This design comes from an exercise in tuning for small area, a short achievable clock period and few clock cycles per item on the open sky130 flow, not from production work.
In this exercise RTL edits were held to simulation tests only and were not proved equivalent to the original.
Power and IR drop assume default switching activity.

## polyline_proximity_warning_core
module polyline_proximity_warning_core (
  input  logic        clk,
  input  logic        rst_n,
  input  logic        in_tvalid,
  output logic        in_tready,
  input  logic [55:0] in_tdata,    
  input  logic [1:0]  in_tuser,    
  output logic        out_tvalid,
  input  logic        out_tready,
  output logic [31:0] out_tdata,   
  input  logic        cfg_we,
  input  logic [1:0]  cfg_index,
  input  logic [22:0] cfg_wdata
);
  localparam int Lanes = 2;
  localparam int SC    = 6;                    
  localparam int NP    = ppw_pkg::MaxPoints;
  localparam int SL    = (NP + Lanes - 1) / Lanes;   
  localparam int CW    = ppw_pkg::CoordW;
  localparam int QW    = CW - SC;              
  localparam int VW    = ppw_pkg::VtxW;
  localparam int IW    = ppw_pkg::IdxW;
  localparam int GW    = QW;                   
  localparam int KW    = GW + IW;              
  localparam int UW    = QW + 2;               
  localparam int DW    = ppw_pkg::DistW;
  localparam int ND    = 3;                    
  localparam int NK    = ND + 1;               
  logic [ppw_pkg::PointsW-1:0] points_r;
  logic [DW-1:0]               warn_r, shoot_r;
  logic [ppw_pkg::StepW-1:0]   step_r;
  logic [IW:0]                 n_cur;
  always_ff @(posedge clk) begin
    if (!rst_n) begin
      points_r <= ppw_pkg::PointsW'(38);
      warn_r   <= DW'(9600);
      shoot_r  <= DW'(5200);
      step_r   <= ppw_pkg::StepW'(440);
    end else if (cfg_we) begin
      case (cfg_index)
        2'd0: points_r <= cfg_wdata[ppw_pkg::PointsW-1:0];
        2'd1: warn_r   <= cfg_wdata;
        2'd2: shoot_r  <= cfg_wdata;
        2'd3: step_r   <= cfg_wdata[ppw_pkg::StepW-1:0];
        default: ;
      endcase
    end
  end
  assign n_cur = (points_r > ppw_pkg::PointsW'(NP)) ? (IW+1)'(NP) : (IW+1)'(points_r);
  logic                 mem_busy, wr_pend, wr_fire, wr_req;
  logic [IW-1:0]        head;
  logic [NP*VW-1:0]     ring;
  logic [CW-1:0]        in_x, in_z;
  logic                 in_acc, is_query, short_q;
  ...
For scale: roughly 27,000 cells after synthesis, about 5,400 flip-flops, about 120 I/O pins, ~250,000 sq um of cells after synthesis.
clock: 11.0 ns
lec_check: 0
abc_area: 1
cap_margin: 20
core_margin: 2
core_utilization: 40
setup_slack_margin: 5
slew_margin: 20
run.sh (not shown) runs the stock make flow with config.mk's settings and CLKGATE_MAP_FILE= SYNTH_SCRIPT=/design/flow/synth_recipe.tcl, a recipe that flattens the netlist after the stock synthesis.
Testbench counts at the start, summed over its fixed seeds: cycles 28,061, queries 640.
Next try:
--- a/flow/design.v
+++ b/flow/design.v
@@ -807,22 +807,22 @@
       nxt_b_r    <= tap_b;
       nxt_have_r <= 1'b1;
     end
     if (ev_start) begin
       op_a_r <= nxt_a_r;
       op_b_r <= nxt_b_r;
     end
   end
   always_comb begin
     logic ok0, ok1;
-    ok0 = breq_r[0] && !fin_s[0] && ((bst_r[0] == B_RSW) || (bst_r[0] == B_RUN && !sw_run_r && !s_vld_r && !i_vld_r));
-    ok1 = breq_r[1] && !fin_s[1] && ((bst_r[1] == B_RSW) || (bst_r[1] == B_RUN && !sw_run_r && !s_vld_r && !i_vld_r));
+    ok0 = breq_r[0] && !fin_s[0] && ((bst_r[0] == B_RSW) || (!sw_run_r && !s_vld_r && !i_vld_r));
+    ok1 = breq_r[1] && !fin_s[1] && ((bst_r[1] == B_RSW) || (!sw_run_r && !s_vld_r && !i_vld_r));
     sw_start_b_any = 1'b0;
     rsw_slot_nx    = 1'b0;
     if (!b_sw_busy) begin
       if (head_r ? ok1 : ok0)      begin sw_start_b_any = 1'b1; rsw_slot_nx = head_r;  end
       else if (head_r ? ok0 : ok1) begin sw_start_b_any = 1'b1; rsw_slot_nx = !head_r; end
     end
   end
   assign sw_start_b = sw_start_b_any;
   logic       fe_slot_r;
   always_ff @(posedge clk) if (ev_start) fe_slot_r <= ev_slot;
Effect:
- The changed run finished clean
- wire length came out higher slightly
- worst hold slack improves by 0.026 ns
- final area is about the same
- setup slack degrades by 0.014 ns
- sequential share of layout area barely changes
- clock skew drops by 0.059 ns
- count of clock-buffer cells in the layout decreases by 10
- cell count is about the same
- synthesized area stays flat
- power is lower by a few percent
- first-iteration DRC count goes up by a few percent
- combinational power is lower by a few percent
- synthesized cell count hardly moves
Testbench counts after the change, summed over its fixed seeds: cycles 28,061, queries 640.

* * *

## main
polyline_proximity_warning_core with an RTL version that a note above also has.
Size in the first run: ~24000 cells after synthesis, about 120 I/O pins, ~250000 µm² of cells after synthesis.
make LEC_CHECK=0 CAP_MARGIN=20 CORE_MARGIN=2 CORE_UTILIZATION=40 SETUP_SLACK_MARGIN=5 SLEW_MARGIN=20 finish   # period 11.0 ns
The final layout from main, which completed every stage, passed the timing, DRC and antenna checks at the end of the flow.
Testbench counts of main, summed over its fixed seeds: cycles 28,061, queries 640.
--- input diff main..the feature branch ---
--- a/flow/design.v
+++ b/flow/design.v
@@ -171,21 +171,22 @@
   logic [4:0]             kb6;
   logic signed [DW-1:0]   sa, sb;           
   logic                   sa_z, sa_b, sb_z;
   logic signed [OW-1:0]   ma, mb, ma_r, mb_r;
   logic                   ma_sa, ma_sb, mb_sa, mb_sb, m_cl_a, m_cl_b, m_ch_a, m_ch_b;
   tag_t                   tag, ctag, tags_r, tag1_r, tagm_r, tag2_r;
   logic signed [DW-1:0]   sa_r, sb_r;
   logic                   ma_sa_r, ma_sb_r, mb_sa_r, mb_sb_r;
   logic signed [PW-1:0]   p_r;
-  logic signed [OW+9:0]   p0_r;              
-  logic signed [OW+8:0]   p1_r;              
-  logic signed [OW+7:0]   p2_r;              
+  logic signed [OW+7:0]   p0_r;              
+  logic signed [OW+6:0]   p1_r;              
+  logic signed [OW+6:0]   p2_r;              
+  logic signed [OW+5:0]   p3_r;              
   logic signed [NW-1:0]   acc_r, acc_a, acc_b, acc_s;
   logic                   acc_cin;
   logic [LW-1:0]          d_r;
   logic [LW+1:0]          d3_r;
   logic [CCW-1:0]         c_r;
   logic                   clamp_a, clamp_b, clamp_r, csel_b_r, sat_r;
   logic signed [CCW-1:0]  dot, cval;
   logic signed [CCW+23:0] cscl;
   logic                   c_ovf, pre_sat, hand, be_kill, be_free;
@@ -320,23 +321,24 @@
     mb_r   <= mb;
     sa_r    <= sa;
     sb_r    <= sb;
     ma_sa_r <= ma_sa;
     ma_sb_r <= ma_sb;
     mb_sa_r <= mb_sa;
     mb_sb_r <= mb_sb;
     tags_r  <= tag;
     tag1_r  <= (tags_r != T_NONE) ? tags_r : ctag;
-    p0_r   <= ma_r * $signed({1'b0, mb_r[8:0]});
-    p1_r   <= ma_r * $signed({1'b0, mb_r[16:9]});
-    p2_r   <= ma_r * $signed(mb_r[OW-1:17]);
+    p0_r   <= ma_r * $signed({1'b0, mb_r[6:0]});
+    p1_r   <= ma_r * $signed({1'b0, mb_r[12:7]});
+    p2_r   <= ma_r * $signed({1'b0, mb_r[18:13]});
+    p3_r   <= ma_r * $signed(mb_r[OW-1:19]);
     tagm_r <= tag1_r;
-    p_r    <= PW'(p0_r) + (PW'(p1_r) <<< 9) + (PW'(p2_r) <<< 17);
+    p_r    <= PW'(p0_r) + (PW'(p1_r) <<< 7) + (PW'(p2_r) <<< 13) + (PW'(p3_r) <<< 19);
     tag2_r <= tagm_r;
     if (tag2_r != T_NONE) acc_r <= acc_s;
     if (start) old_r <= !nj;
     for (int j = 0; j < 2; j++) begin
       if (fst_r[j] == F_IDLE && start && nj == 1'(j)) begin
         ftg_r[j] <= tag_in;
         fkb_r[j] <= kb;
         stp_r[j] <= 5'd1;                       
       end else if (fst_r[j] == F_MUL) begin
==> comparison <==
Taking main as the reference, in the feature branch number of buffers and inverters on the critical path picked up an extra 1; half-perimeter wire length after placement lost 8600 µm; global-route usage over all layers neither gained nor lost much.
Diff the feature branch and main: top fanout value on the critical path lower in main
Via count of the first global-routing pass (the feature branch over main): decrease, about 0.47%
The die area of the feature branch and that of main are within noise of each other.
[compare] base=main new=the feature branch: total power decreased 2.7%, number of detailed-routing iterations run before antenna repair increased 3.
Testbench counts of the feature branch, summed over its fixed seeds: cycles 28,061, queries 640.

==> what the ideal ports hide <==
No port has a modelled driver above. Below, the same layouts with a new extraction and two added sets of constraints.
Step 1 (the two cells are an assumption about what drives the block):
set clk [get_ports {clk}]
set_driving_cell -lib_cell sky130_fd_sc_hd__clkbuf_16 $clk
set_driving_cell -lib_cell sky130_fd_sc_hd__buf_2 [delete_from_list [all_inputs] $clk]
Step 2 times the ports against the registers' clock, not the clock port: input delays grow and output delays shrink by t, the midpoint of the rising clock arrivals with the driver on.
a / b / c = ideal ports / drivers / drivers and shift; a / b = the first two.
run	t, ns	slack for setup (ns)	hold slack, ns	clock arrival spread, ns	worst slew at a driven data input, ns
the first run of note 1	1.176	5.140 / 5.061 / 4.875	0.273 / 0.273 / 0.273	0.131 / 0.130	0.35
the second run of note 1	1.179	5.126 / 5.079 / 4.062	0.299 / 0.299 / 0.299	0.073 / 0.073	0.24
main	1.202	5.027 / 5.011 / 4.567	0.288 / 0.288 / 0.288	0.129 / 0.129	0.47
the feature branch	1.188	5.010 / 5.010 / 4.473	0.274 / 0.274 / 0.274	0.101 / 0.100	0.52
After both steps every run listed still meets setup and hold. The setup slack of the second run of note 1, which loses most, moves by -0.047 ns with the drivers and by -1.064 ns with both steps.
